Source: an optimization exercise on an open RTL-to-GDS flow (aim: small area and a short achievable clock period). Production flows keep margins and buffers that such runs may drop.
In this exercise RTL edits were held to simulation tests only and were not proved equivalent to the original.
The clock port is modelled as an ideal driver; clocking choices that lean on that would not hold on a real chip.
Power figures rest on the tool's default switching activity, not on a simulated workload.

Design id_stage, start of the top module:
module id_stage
(
   input  logic              clk,
   input  logic              reset,
   input  logic [DATA_W-1:0] add_pc_4_in,
   input  logic [DATA_W-1:0] instruction_in,
   input  logic              wb_reg_write,
   input  logic [REG_AW-1:0] wb_rd,
   input  logic [DATA_W-1:0] wb_data,
   input  logic              ex_mem_read,
   input  logic [REG_AW-1:0] ex_rd,
   output logic [DATA_W-1:0] add_out,
   output logic              mux_pcsrc_out,
   output logic              pc_write_en,
   output logic              id_valid,
   output logic [OP_W-1:0]   id_opcode,
   output logic [REG_AW-1:0] id_rs1,
   output logic [REG_AW-1:0] id_rs2,
   output logic [REG_AW-1:0] id_rd,
   output logic [DATA_W-1:0] id_pc_4,
   output logic [DATA_W-1:0] id_rs1_data,
   output logic [DATA_W-1:0] id_rs2_data,
   output logic [DATA_W-1:0] id_imm
);
For scale: about 4300 cells after synthesis, roughly 290 I/O pins, roughly 0.050 mm^2 of cells after synthesis.
==> flow/config.mk <==
export PLATFORM = sky130hd
export DESIGN_NAME = id_stage
export DESIGN_NICKNAME = id_stage
export VERILOG_FILES = /design/flow/design.v
export SDC_FILE = /design/flow/constraint.sdc
export NUM_CORES = 4
export LEC_CHECK = 0
export CAP_MARGIN = 20
export CORE_MARGIN = 2
export CORE_UTILIZATION = 45
export CTS_BUF_LIST = sky130_fd_sc_hd__clkbuf_8
export CTS_CLUSTER_DIAMETER = 50
export CTS_CLUSTER_SIZE = 14
export PLACE_DENSITY = 0.75
export SETUP_SLACK_MARGIN = 2.6
export SLEW_MARGIN = 20
export SYNTH_HIERARCHICAL = 1
==> flow/constraint.sdc <==
create_clock -name core_clock -period 5.8 [get_ports {clk}]
set_input_delay 1.1600 -clock core_clock [delete_from_list [all_inputs] [get_ports {clk}]]
set_output_delay 1.1600 -clock core_clock [all_outputs]
set_load 0.01 [all_outputs]
standard.sh (not shown) runs the stock make flow with config.mk's settings and CLKGATE_MAP_FILE= SYNTH_SCRIPT=/design/flow/synth_recipe.tcl, a recipe that flattens the netlist after the stock synthesis.
==> flow/flow/run.sh <==
#!/bin/bash
# The standard layout (the standard.sh: unchanged synthesis and steps),
# with two changes passed to ORFS as make variables:
#  - the port buffers that global placement inserts start as the smallest
#    plain buffer instead of the tool's default pick (clkdlybuf4s50_1);
#    timing repair still resizes the critical ones;
#  - clock tree synthesis without dummy loads (the clock tree's buffer list
#    and clustering are the same as in config.mk).
set -euo pipefail
bash standard.sh \
  BUFFER_PORTS_ARGS="-buffer_cell sky130_fd_sc_hd__buf_1" \
  CTS_ARGS="-sink_clustering_enable -repair_clock_nets -buf_list sky130_fd_sc_hd__clkbuf_8 -sink_clustering_size 14 -sink_clustering_max_diameter 50 -dont_use_dummy_load" \
  finish > standard_finish.log 2>&1
Rerun with:
- PLACE_DENSITY: 0.75 -> default
- SETUP_SLACK_MARGIN: 2.6 -> 2.5
The changed run completed without violations.
Register-to-register slack gets better by 0.11 ns.
Sequential cell count does not change.
Worst hold slack gets better by 0.0056 ns.
Die area does not change.

id_stage again, from the RTL that the note above started with.
Design id_stage, start of the top module:
module id_stage
(
   input  logic              clk,
   input  logic              reset,
   input  logic [DATA_W-1:0] add_pc_4_in,
   input  logic [DATA_W-1:0] instruction_in,
   input  logic              wb_reg_write,
   input  logic [REG_AW-1:0] wb_rd,
   input  logic [DATA_W-1:0] wb_data,
   input  logic              ex_mem_read,
   input  logic [REG_AW-1:0] ex_rd,
   output logic [DATA_W-1:0] add_out,
   output logic              mux_pcsrc_out,
   output logic              pc_write_en,
   output logic              id_valid,
   output logic [OP_W-1:0]   id_opcode,
   output logic [REG_AW-1:0] id_rs1,
   output logic [REG_AW-1:0] id_rs2,
   output logic [REG_AW-1:0] id_rd,
   output logic [DATA_W-1:0] id_pc_4,
   output logic [DATA_W-1:0] id_rs1_data,
   output logic [DATA_W-1:0] id_rs2_data,
   output logic [DATA_W-1:0] id_imm
);
Settings: LEC_CHECK=0, CAP_MARGIN=20, CORE_MARGIN=2, CORE_UTILIZATION=45, CTS_BUF_LIST=sky130_fd_sc_hd__clkbuf_8, CTS_CLUSTER_DIAMETER=50, CTS_CLUSTER_SIZE=14, SETUP_SLACK_MARGIN=2.6, SLEW_MARGIN=20, SYNTH_HIERARCHICAL=1; clock period 5.8 ns.
==> flow/flow/run.sh <==
#!/bin/bash
# The standard layout (the standard.sh: unchanged synthesis and steps),
# with these changes passed to ORFS as make variables:
#  - the port buffers that global placement inserts start as the smallest
#    plain buffer instead of the tool's default pick (clkdlybuf4s50_1);
#    timing repair still resizes the critical ones;
#  - clock tree synthesis without dummy loads (the clock tree's buffer list
#    and clustering are the same as in config.mk);
#  - a max-fanout design rule (16) for the resizer, set before placement,
#    resizing, clock tree synthesis and global routing (flow/max_fanout.tcl),
#    so that the long one-hot select and enable nets get buffer trees.
set -euo pipefail
HOOK="$(pwd)/flow/max_fanout.tcl"
bash standard.sh \
  BUFFER_PORTS_ARGS="-buffer_cell sky130_fd_sc_hd__buf_1" \
  CTS_ARGS="-sink_clustering_enable -repair_clock_nets -buf_list sky130_fd_sc_hd__clkbuf_8 -sink_clustering_size 14 -sink_clustering_max_diameter 50 -dont_use_dummy_load" \
  PRE_GLOBAL_PLACE_TCL="$HOOK" PRE_RESIZE_TCL="$HOOK" PRE_CTS_TCL="$HOOK" PRE_GLOBAL_ROUTE_TCL="$HOOK" \
  finish > standard_finish.log 2>&1
==> flow/flow/max_fanout.tcl <==
# Design-rule directive for the resizer: buffer nets with more than 16 loads.
set_max_fanout 16 [current_design]
The baseline ran to the end with no violations.
==> next run, changes <==
==> flow/flow/run.sh (replaced) <==
#!/bin/bash
# The standard layout (the standard.sh: unchanged synthesis and steps),
# with two changes passed to ORFS as make variables:
#  - the port buffers that global placement inserts start as the smallest
#    plain buffer instead of the tool's default pick (clkdlybuf4s50_1);
#    timing repair still resizes the critical ones;
#  - clock tree synthesis without dummy loads (the clock tree's buffer list
#    and clustering are the same as in config.mk).
set -euo pipefail
bash standard.sh \
  BUFFER_PORTS_ARGS="-buffer_cell sky130_fd_sc_hd__buf_1" \
  CTS_ARGS="-sink_clustering_enable -repair_clock_nets -buf_list sky130_fd_sc_hd__clkbuf_8 -sink_clustering_size 14 -sink_clustering_max_diameter 50 -dont_use_dummy_load" \
  finish > standard_finish.log 2>&1
removed: flow/flow/max_fanout.tcl
The new run ran to the end with no violations.
Wire length climbs by 6.5%.
Die area stays the same.
Power shrinks by 1.4%.
Count of clock-buffer cells in the layout drops by 10.
Critical path depth came out higher by 6.

-- separate check: timing with driven ports --
No port has a modelled driver above. Below, the same layouts with a new extraction and two added sets of constraints. Step 1, drivers: a clkbuf_16 drives clk and a buf_2 each remaining input, both assumed. Step 2 also shifts input and output timing later by t, the mid clock arrival at the registers, as if the neighbouring blocks saw the same clock. Slacks: ideal ports / drivers / drivers and shift; pairs: ideal ports / drivers.
run | t (ns) | setup slack, ns | worst hold slack (ns) | latest minus earliest clock arrival (ns) | cell pins on the clock port's net
the first run of note 1 | 0.871 | 2.436 / 2.489 / 1.618 | 0.449 / 0.449 / 0.449 | 0.174 / 0.174 | 1
the second run of note 1 | 0.893 | 2.311 / 2.362 / 1.469 | 0.455 / 0.455 / 0.455 | 0.098 / 0.097 | 1
the first run of note 2 | 0.911 | 2.529 / 2.504 / 1.662 | 0.448 / 0.448 / 0.448 | 0.133 / 0.133 | 1
the second run of note 2 | 0.895 | 2.535 / 2.535 / 1.674 | 0.450 / 0.450 / 0.450 | 0.083 / 0.083 | 1
After both steps every run listed still meets setup and hold. The setup slack of the first run of note 2, which loses most, moves by -0.025 ns with the drivers and by -0.867 ns with both steps.
